Context: an optimization exercise on an open-source flow, tuned for small area, a short achievable clock period and few clock cycles per item. The choices shown serve that exercise and are no tape-out recipe.
RTL that was checked went through simulation tests only; none was proved equivalent to the original.
Power and IR drop assume default switching activity.

==> module cpu_top, before the edit <==
module cpu_top #(
  parameter int addr_w = 12
) (
  input  logic                       clk,
  input  logic                       rst_n,
  output logic                       io_stall,
  output logic                       mem_req,
  output logic                       mem_we,
  output logic [addr_w:0]            mem_addr,
  output logic [cpu_pkg::data_w-1:0] mem_wdata,
  input  logic                       mem_ack,
  input  logic [cpu_pkg::data_w-1:0] mem_rdata
);
  localparam int dw = cpu_pkg::data_w;
  logic              q_data;    
  logic              q_ld;      
  logic [addr_w-1:0] fpc;       
  logic              ir_v;
  logic [15:0]       ir;
  logic              ir_jd;     
  logic              ir_f;      
  logic [dw-1:0]     op_a;      
  logic [dw-1:0]     op_b;      
  logic [15:0]       rv;        
  logic [dw-1:0]     t_a [0:15];    
  logic [dw-1:0]     t_b [0:15];
  logic [dw-1:0]     rd_a, rd_b;
  logic [2:0]        pend;      
  logic              m2;
  logic [3:0]        wb_rt;
  logic [dw-1:0]     cs_x, cs_y, cs_x_d, cs_y_d;
  logic [2:0]        op;
  logic [3:0]        rs, rt, rd;
  logic              is_load, is_store, is_mem, is_alu, is_mul, is_beq, is_jump;
  logic              uses_rs, uses_rt;
  logic              adv, f_busy, ld_busy, wbusy, hazard, ex, redir, arr, w_jump, w_beqs, w_wait;
  logic [addr_w-1:0] w_tgt;
  logic              nxt_data, nxt_none, nxt_fetch;
  logic [addr_w-1:0] beq_tgt, fetch_nx;
  logic [dw-1:0]     alu_out;
  logic              ld_wr, alu_wr, wr_en;
  logic [3:0]        wr_idx;
  logic [dw-1:0]     wr_data;
  logic [3:0]        idx_a, idx_b;
  logic [2:0]        n_ret;
  assign op       = ir[15:13];
  assign rs       = ir[12:9];
  assign rt       = ir[8:5];
  assign rd       = ir[4:1];
  assign is_load  = (op == 3'b010);
  assign is_store = (op == 3'b011);
  assign is_mem   = (op[2:1] == 2'b01);
  assign is_alu   = (op[2:1] == 2'b00);
  assign is_mul   = (op == 3'b001) && ir[0];
  assign is_beq   = (op == 3'b100);
  assign is_jump  = (op == 3'b101);
  assign uses_rs  = is_alu || is_mem || is_beq;
  assign uses_rt  = is_alu || is_store || is_beq;
  assign adv     = mem_ack || !mem_req;
  assign f_busy  = mem_req && !q_data;
  assign ld_busy = q_data && q_ld;
  assign wbusy  = ld_busy || m2;
  assign hazard = wbusy &&
                  (is_alu || (uses_rs && rs == wb_rt) || (uses_rt && rt == wb_rt));
  assign ex     = ir_v && !hazard;
  assign redir  = ex && !ir_jd && ((is_beq && op_a == op_b) || is_jump);
  assign arr    = mem_ack && f_busy && !redir;
  assign w_jump = (mem_rdata[15:13] == 3'b101);
  assign w_beqs = (mem_rdata[15:13] == 3'b100) && (mem_rdata[12:9] == mem_rdata[8:5]);
  assign w_tgt  = w_jump ? mem_rdata[12:1] : fpc + addr_w'($signed(mem_rdata[4:0]));
  assign w_wait = (mem_rdata[15:14] == 2'b00) ||
                  (mem_rdata[15] ^ mem_rdata[14]) && (mem_rdata[12:9] == rd) ||
                  ((mem_rdata[15:13] == 3'b011) || (mem_rdata[15:13] == 3'b100)) && (mem_rdata[8:5] == rd);
  always_comb begin
    case ({op[0], ir[0]})
      2'b00:   alu_out = op_a + op_b;
      2'b01:   alu_out = op_a - op_b;
      default: alu_out = {{(dw-1){1'b0}}, ($signed(op_a) < $signed(op_b))};
    endcase
  end
  mul16_cs u_mul (.a(op_a), .b(op_b), .x(cs_x_d), .y(cs_y_d));
  always_ff @(posedge clk) begin
    cs_x <= cs_x_d;
    cs_y <= cs_y_d;
  end
  assign ld_wr   = adv && ld_busy;
  assign alu_wr  = adv && ex && is_alu && !is_mul;
  assign wr_en   = ld_wr || m2 || alu_wr;
  assign wr_idx  = (ld_wr || m2) ? wb_rt : rd;
  assign wr_data = ld_busy ? mem_rdata : m2 ? (cs_x + cs_y) : alu_out;
  for (genvar i = 0; i < 16; i++) begin : g_rf
    logic [dw-1:0] q;
    always_ff @(posedge clk) begin
      if (wr_en && wr_idx == 4'(i)) q <= wr_data;
    end
    assign t_a[i] = q & {dw{rv[i] && idx_a == 4'(i)}};
    assign t_b[i] = q & {dw{rv[i] && idx_b == 4'(i)}};
  end
  always_ff @(posedge clk or negedge rst_n) begin
    if (!rst_n) begin
      rv <= '0;
    end else if (wr_en) begin
      rv[wr_idx] <= 1'b1;
    end
  end
  always_comb begin
    rd_a = '0;
    rd_b = '0;
    for (int i = 0; i < 16; i++) begin
      rd_a = rd_a | t_a[i];
      rd_b = rd_b | t_b[i];
    end
  end
  assign idx_a = (mem_ack && f_busy) ? mem_rdata[12:9] : rs;
  assign idx_b = (mem_ack && f_busy) ? mem_rdata[8:5]  : rt;
  always_ff @(posedge clk) begin
    op_a <= (wr_en && wr_idx == idx_a) ? wr_data : rd_a;
    op_b <= (wr_en && wr_idx == idx_b) ? wr_data : rd_b;
  end
  assign beq_tgt   = fpc + addr_w'($signed({ir[4], ir[4:0]}) - $signed({5'b0, ir_f}));
  assign nxt_data  = ex && is_mem;
  assign nxt_none  = ex && is_mul && mem_ack && f_busy && w_wait;
  assign nxt_fetch = !nxt_data && !nxt_none;
  assign fetch_nx  = redir ? (is_jump ? ir[12:1] : beq_tgt) :
                     (arr && (w_jump || w_beqs)) ? w_tgt : fpc;
  always_ff @(posedge clk or negedge rst_n) begin
    if (!rst_n) begin
      mem_req   <= 1'b0;
      mem_we    <= 1'b0;
      mem_addr  <= '0;
      mem_wdata <= '0;
      q_data    <= 1'b0;
      q_ld      <= 1'b0;
      fpc       <= '0;
    end else if (adv) begin
      mem_req <= !nxt_none;
      q_data  <= nxt_data;
      q_ld    <= nxt_data && is_load;
      mem_we  <= nxt_data && is_store;
      if (nxt_data) begin
        mem_addr  <= {1'b1, op_a[addr_w-1:0] + addr_w'($signed(ir[4:0]))};
        mem_wdata <= op_b;
      end else if (nxt_fetch) begin
        mem_addr  <= {1'b0, fetch_nx};
        fpc       <= fetch_nx + addr_w'(1);
      end
    end
  end
  assign n_ret = 3'(adv && ex && !is_mem && !is_mul) + 3'(adv && q_data) + 3'(m2);
  always_ff @(posedge clk or negedge rst_n) begin
    if (!rst_n) begin
      ir_v  <= 1'b0;
      ir    <= '0;
      ir_jd <= 1'b0;
      ir_f  <= 1'b0;
      pend  <= '0;
      m2    <= 1'b0;
      wb_rt <= '0;
    end else begin
      pend <= pend - 3'(pend != 3'd0) + n_ret;
      m2   <= adv && ex && is_mul;
      if (adv) begin
        if (nxt_data && is_load) wb_rt <= rt;
        if (ex && is_mul)        wb_rt <= rd;
        if (arr) begin
          ir    <= mem_rdata;
          ir_v  <= 1'b1;
          ir_jd <= (w_jump || w_beqs) && nxt_fetch;
          ir_f  <= nxt_fetch;
        end else if (ex) begin
          ir_v  <= 1'b0;
        end else begin
          ir_f  <= ir_f || nxt_fetch;
        end
      end
    end
  end
  assign io_stall = (pend == 3'd0);
endmodule
make LEC_CHECK=0 CAP_MARGIN=20 CORE_MARGIN=2 CORE_UTILIZATION=40 SETUP_SLACK_MARGIN=4.5 SLEW_MARGIN=20 finish   # period 8.0 ns
run.sh (not shown) runs the stock make flow with config.mk's settings and CLKGATE_MAP_FILE= SYNTH_SCRIPT=/design/flow/synth_recipe.tcl, a recipe that flattens the netlist after the stock synthesis.
Testbench counts at the start, summed over its fixed seeds: cycles 33,391, instrs 24,000.
Edit:
--- a/flow/design.v
+++ b/flow/design.v
@@ -505,10 +505,9 @@
   logic [2:0]        op;
   logic [3:0]        rs, rt, rd;
   logic              is_load, is_store, is_mem, is_alu, is_mul, is_beq, is_jump;
   logic              uses_rs, uses_rt;
-  logic              adv, f_busy, ld_busy, wbusy, hazard, ex, redir, arr, w_jump, w_beqs, w_wait;
-  logic [addr_w-1:0] w_tgt;
+  logic              adv, f_busy, ld_busy, wbusy, hazard, ex, redir, arr, w_jump;
   logic              nxt_data, nxt_none, nxt_fetch;
   logic [addr_w-1:0] beq_tgt, fetch_nx;
   logic [dw-1:0]     alu_out;
   logic              ld_wr, alu_wr, wr_en;
@@ -533,18 +532,13 @@
   assign f_busy  = mem_req && !q_data;
   assign ld_busy = q_data && q_ld;
   assign wbusy  = ld_busy || m2;
   assign hazard = wbusy &&
-                  (is_alu || (uses_rs && rs == wb_rt) || (uses_rt && rt == wb_rt));
+                  (is_alu || is_load || (uses_rs && rs == wb_rt) || (uses_rt && rt == wb_rt));
   assign ex     = ir_v && !hazard;
-  assign redir  = ex && !ir_jd && ((is_beq && op_a == op_b) || is_jump);
+  assign redir  = ex && ((is_beq && op_a == op_b) || (is_jump && !ir_jd));
   assign arr    = mem_ack && f_busy && !redir;
   assign w_jump = (mem_rdata[15:13] == 3'b101);
-  assign w_beqs = (mem_rdata[15:13] == 3'b100) && (mem_rdata[12:9] == mem_rdata[8:5]);
-  assign w_tgt  = w_jump ? mem_rdata[12:1] : fpc + addr_w'($signed(mem_rdata[4:0]));
-  assign w_wait = (mem_rdata[15:14] == 2'b00) ||
-                  (mem_rdata[15] ^ mem_rdata[14]) && (mem_rdata[12:9] == rd) ||
-                  ((mem_rdata[15:13] == 3'b011) || (mem_rdata[15:13] == 3'b100)) && (mem_rdata[8:5] == rd);
   always_comb begin
     case ({op[0], ir[0]})
       2'b00:   alu_out = op_a + op_b;
       2'b01:   alu_out = op_a - op_b;
@@ -591,12 +585,12 @@
     op_b <= (wr_en && wr_idx == idx_b) ? wr_data : rd_b;
   end
   assign beq_tgt   = fpc + addr_w'($signed({ir[4], ir[4:0]}) - $signed({5'b0, ir_f}));
   assign nxt_data  = ex && is_mem;
-  assign nxt_none  = ex && is_mul && mem_ack && f_busy && w_wait;
+  assign nxt_none  = ex && is_mul && mem_ack && f_busy;
   assign nxt_fetch = !nxt_data && !nxt_none;
   assign fetch_nx  = redir ? (is_jump ? ir[12:1] : beq_tgt) :
-                     (arr && (w_jump || w_beqs)) ? w_tgt : fpc;
+                     (arr && w_jump) ? mem_rdata[12:1] : fpc;
   always_ff @(posedge clk or negedge rst_n) begin
     if (!rst_n) begin
       mem_req   <= 1'b0;
       mem_we    <= 1'b0;
@@ -637,9 +631,9 @@
         if (ex && is_mul)        wb_rt <= rd;
         if (arr) begin
           ir    <= mem_rdata;
           ir_v  <= 1'b1;
-          ir_jd <= (w_jump || w_beqs) && nxt_fetch;
+          ir_jd <= w_jump && nxt_fetch;
           ir_f  <= nxt_fetch;
         end else if (ex) begin
           ir_v  <= 1'b0;
         end else begin
The changed run finished with timing, DRC and antenna clean. Worst setup slack improves by 0.050 ns. Power came out lower by 12%. Non-clock buffer count came out lower by 75. Design area came out lower by 5.0%. Fmax came out higher by 1.3%. Flip-flop and latch count does not change. Global-route usage came out lower by 0.11 points. Hold slack improves by 0.0048 ns. Critical path depth stays the same. Wire length came out lower by 2.7%. Via count came out lower by 4.7%.
The RTL of the second run of this note was laid out without a check of its function.

[static timing again, ports no longer ideal]
The flow's constraints put no driver on any port. The routed layouts listed below were extracted and timed again, unchanged, in two steps.
Step 1 (the two cells are an assumption about what drives the block):
set clk [get_ports {clk}]
set_driving_cell -lib_cell sky130_fd_sc_hd__clkbuf_16 $clk
set_driving_cell -lib_cell sky130_fd_sc_hd__buf_2 [delete_from_list [all_inputs] $clk]
Step 2 times the ports against the registers' clock, not the clock port: input delays grow and output delays shrink by t, the midpoint of the rising clock arrivals with the driver on.
a / b / c = no drivers / after step 1 / after step 2; a / b = the first two.
run	t (ns)	slack for setup (ns)	worst setup path at the end	cell pins on the clock port's net
the first run	0.669	4.238 / 4.244 / 3.575	input to register	1
the second run	0.643	4.288 / 4.288 / 3.896	input to register	1
After both steps every run listed still meets setup and hold. For the first run, which loses most, drivers alone change the setup slack by +0.006 ns; drivers and shift together by -0.663 ns.
